Background: an optimization exercise with open tools, aiming at small area. Do not read the settings as production practice.
The RTL was checked by simulation tests, not by an equivalence proof against the original design.

Design raster_core, start of the top module:
module raster_core #(
  parameter int XW = 7,
  parameter int YW = 6,
  parameter int CW = 6,
  parameter int DW = 3
) (
  input  logic            clk,
  input  logic            rst_n,
  input  logic            frame_start_in,
  input  logic            px_valid_in,
  input  logic [XW-1:0]   px_x_in,
  input  logic [YW-1:0]   px_y_in,
  input  logic [CW-1:0]   bg_color_in,
  input  logic [2*CW-1:0] poly_color_in,
  input  logic [2*XW-1:0] v0_x_in,
  input  logic [2*XW-1:0] v1_x_in,
  input  logic [2*XW-1:0] v2_x_in,
  input  logic [2*YW-1:0] v0_y_in,
  input  logic [2*YW-1:0] v1_y_in,
  input  logic [2*YW-1:0] v2_y_in,
  input  logic [2*DW-1:0] poly_depth_in,
  input  logic            en_screen_in,
  input  logic [1:0]      poly_enable_in,
  output logic [CW-1:0]   color_out,
  output logic            color_valid_out
);
  logic [CW-1:0]   bg_q;
  logic [2*CW-1:0] pcol_q;
  logic            p1_first_q;    
  logic            en_q;
  logic [1:0]      pen_q;
  logic            setup_q;       
  logic            s1_setup;      
  logic            s1_blank, s2_blank;
  logic            s1_valid, s2_valid;
  logic [1:0]      hit, hit_q;
  always_ff @(posedge clk) begin
    if (frame_start_in) begin
      bg_q       <= bg_color_in;
      pcol_q     <= poly_color_in;
      p1_first_q <= poly_depth_in[DW +: DW] < poly_depth_in[0 +: DW];
    end
  end
  always_ff @(posedge clk or negedge rst_n) begin
    if (!rst_n) begin
      en_q    <= 1'b0;
      pen_q   <= '0;
      setup_q <= 1'b0;
      s1_valid <= 1'b0;
      s2_valid <= 1'b0;
      color_valid_out <= 1'b0;
    end else begin
      setup_q <= frame_start_in;
      if (frame_start_in) begin
        en_q  <= en_screen_in;
        pen_q <= poly_enable_in;
      end
      s1_valid <= px_valid_in;
      s2_valid <= s1_valid;
      color_valid_out <= s2_valid;
    end
  end
  always_ff @(posedge clk) begin
    s1_setup <= setup_q;
    s1_blank <= frame_start_in | setup_q;
    s2_blank <= s1_blank;
    hit_q    <= hit;
  end
  logic [6:0] t0_x0n;    
  logic [5:0] t0_y0n;    
  logic signed [7:0] t0_dx0, t0_dx2, t0_u;
  logic signed [6:0] t0_dy0, t0_dy2, t0_w;
  logic [13:0] t0_a_q;
  wire [6:0] t0_x0n_in = ~v0_x_in[6:0];
  wire [5:0] t0_y0n_in = ~v0_y_in[5:0];
  wire [6:0] t0_v1x_in = v1_x_in[6:0], t0_v2x_in = v2_x_in[6:0];
  ...
Size: about 180 flip-flops, about 130 I/O pins, roughly 21,000 um2 of cells after synthesis.
Settings: LEC_CHECK=0, CAP_MARGIN=20, CORE_MARGIN=2, CORE_UTILIZATION=60, PLACE_DENSITY=0.75, SLEW_MARGIN=20; clock period 8.0 ns.
standard.sh (not shown) runs the stock make flow with config.mk's settings and CLKGATE_MAP_FILE= SYNTH_SCRIPT=/design/flow/synth_recipe.tcl, a recipe that flattens the netlist after the stock synthesis.
==> flow/flow/run.sh <==
#!/bin/bash
# Standard layout, with these changes:
#  - synthesis places the design's rc_fa / rc_ha adder cells directly as library
#    full / half adders (flow/premap.tcl, run right after the design is read);
#  - synthesis keeps yosys's default Brent-Kung carry chains (SYNTH_OPERATIONS_ARGS
#    set, so the Kogge-Stone map is not added);
#  - every port still gets its buffer, a buf_1;
#  - clock tree options below.
set -euo pipefail
bash standard.sh SYNTH_CANONICALIZE_TCL="$PWD/flow/premap.tcl" \
  SYNTH_OPERATIONS_ARGS=-noshare \
  BUFFER_PORTS_ARGS="-buffer_cell sky130_fd_sc_hd__buf_1" \
  CTS_ARGS="-sink_clustering_enable -repair_clock_nets -buf_list sky130_fd_sc_hd__clkbuf_8 -dont_use_dummy_load" finish > standard.log 2>&1
==> flow/flow/fa_map.v <==
// Map the design's adder cells straight onto the library's adder cells.
module rc_fa (input a, b, c, output s, co);
  sky130_fd_sc_hd__fa_1 _TECHMAP_REPLACE_ (.A(a), .B(b), .CIN(c), .SUM(s), .COUT(co));
endmodule

module rc_ha (input a, b, output s, co);
  sky130_fd_sc_hd__ha_1 _TECHMAP_REPLACE_ (.A(a), .B(b), .SUM(s), .COUT(co));
endmodule
==> flow/flow/premap.tcl <==
# Run after the design is read: place the design's rc_fa / rc_ha adder cells
# as library full / half adders, so the rest of synthesis keeps them as they are.
techmap -map [file join [file dirname [info script]] fa_map.v] t:rc_fa t:rc_ha
The first run went through all stages and came out clean.
Edit:
CORE_UTILIZATION = 40   (was 60)
PLACE_DENSITY = not set   (was 0.75)
Outcome: The new run completed with no timing, DRC or antenna violations; worst hold slack degrades by 0.029 ns; sequential share of layout area shrinks by 0.33 points; setup slack degrades by 0.046 ns; synthesized cell count does not change; routed wire length grows by a few percent; global-route usage shrinks by 8.2 points; cell count grows by roughly a tenth; first-iteration DRC count shrinks by roughly a tenth; register-to-register slack degrades by 0.05 ns.
Edit:
--- a/flow/flow/run.sh
+++ b/flow/flow/run.sh
@@ -11,3 +11,3 @@
   SYNTH_OPERATIONS_ARGS=-noshare \
   BUFFER_PORTS_ARGS="-buffer_cell sky130_fd_sc_hd__buf_1" \
-  CTS_ARGS="-sink_clustering_enable -repair_clock_nets -buf_list sky130_fd_sc_hd__clkbuf_8 -dont_use_dummy_load" finish > standard.log 2>&1
+  CTS_ARGS="-sink_clustering_enable -repair_clock_nets -buf_list sky130_fd_sc_hd__clkbuf_8 -sink_clustering_size 30 -dont_use_dummy_load" finish > standard.log 2>&1
CORE_UTILIZATION = 60   (was 40)
PLACE_DENSITY = 0.75   (was not set)
Effect: The new run passed the timing, design-rule and antenna checks; routed wire length drops by about 6.5%; global-route usage climbs by 8.2 points; worst setup slack gains 0.046 ns; clock-buffer cell count stays the same; register-to-register slack gains 0.05 ns; die area drops by about 33%; core utilization climbs by 21 points; cell area drops by about 1.5%; flip-flop and latch count stays the same; area after synthesis does not change.

raster_core, a different RTL version from the one above (not shown whole).
For scale: about 1600 cells after synthesis, ~180 flip-flops, roughly 20000 sq um of cells after synthesis.
==> flow/config.mk <==
export PLATFORM = sky130hd
export DESIGN_NAME = raster_core
export DESIGN_NICKNAME = raster_core
export VERILOG_FILES = /design/flow/design.v
export SDC_FILE = /design/flow/constraint.sdc
export NUM_CORES = 4
export LEC_CHECK = 0
export CAP_MARGIN = 0
export CORE_MARGIN = 2
export CORE_UTILIZATION = 60
export PLACE_DENSITY = 0.75
export SLEW_MARGIN = 0
==> flow/constraint.sdc <==
create_clock -name core_clock -period 8.0 [get_ports {clk}]
set_input_delay 1.6000 -clock core_clock [delete_from_list [all_inputs] [get_ports {clk}]]
set_output_delay 1.6000 -clock core_clock [all_outputs]
set_load 0.01 [all_outputs]
==> flow/flow/run.sh <==
#!/bin/bash
# Standard layout, with these changes:
#  - synthesis places the design's rc_fa / rc_ha adder cells directly as library
#    full / half adders (flow/premap.tcl, run right after the design is read);
#  - synthesis keeps yosys's default Brent-Kung carry chains (SYNTH_OPERATIONS_ARGS
#    set, so the Kogge-Stone map is not added);
#  - every port still gets its buffer, a buf_1;
#  - clock tree options below.
set -euo pipefail
bash standard.sh SYNTH_CANONICALIZE_TCL="$PWD/flow/premap.tcl" \
  SYNTH_OPERATIONS_ARGS=-noshare \
  BUFFER_PORTS_ARGS="-buffer_cell sky130_fd_sc_hd__buf_1" \
  CTS_ARGS="-sink_clustering_enable -repair_clock_nets -buf_list sky130_fd_sc_hd__clkbuf_8 -dont_use_dummy_load" finish > standard.log 2>&1
Scripts as last shown in full above: flow/flow/fa_map.v, flow/flow/premap.tcl
The starting point passed the timing, design-rule and antenna checks.
Change:
CAP_MARGIN = 20   (was 0)
SLEW_MARGIN = 20   (was 0)
Effect: The new run produced a clean layout; cell count is unchanged; worst setup slack is unchanged; routed wire length stays the same; global-route usage does not change; core utilization is unchanged; hold slack stays the same; sequential cell count is unchanged.

static timing again, ports no longer ideal:
In the flow no input, the clock included, has a driving cell. The finished layouts below were timed again as built, in two steps. Step 1 (the two cells are an assumption about what drives the block):
set clk [get_ports {clk}]
set_driving_cell -lib_cell sky130_fd_sc_hd__clkbuf_16 $clk
set_driving_cell -lib_cell sky130_fd_sc_hd__buf_2 [delete_from_list [all_inputs] $clk]
Step 2 also shifts input and output timing later by t, the mid clock arrival at the registers, as if the neighbouring blocks saw the same clock. Slacks: no drivers / after step 1 / after step 2; pairs: no drivers / after step 1.
run	t (ns)	slack for setup (ns)	worst hold slack (ns)	worst setup path at the end	latest minus earliest clock arrival (ns)
the first run of note 1	0.537	0.490 / 0.490 / 0.490	0.349 / 0.349 / 0.349	register to register	0.040 / 0.040
the second run of note 1	0.546	0.444 / 0.444 / 0.444	0.320 / 0.320 / 0.320	register to register	0.051 / 0.051
the third run of note 1	0.537	0.490 / 0.490 / 0.490	0.349 / 0.349 / 0.349	register to register	0.040 / 0.040
the first run of note 2	0.504	0.337 / 0.337 / 0.337	0.343 / 0.343 / 0.343	register to register	0.049 / 0.048
the second run of note 2	0.504	0.337 / 0.337 / 0.337	0.343 / 0.343 / 0.343	register to register	0.049 / 0.048
After both steps every run listed still meets setup and hold.
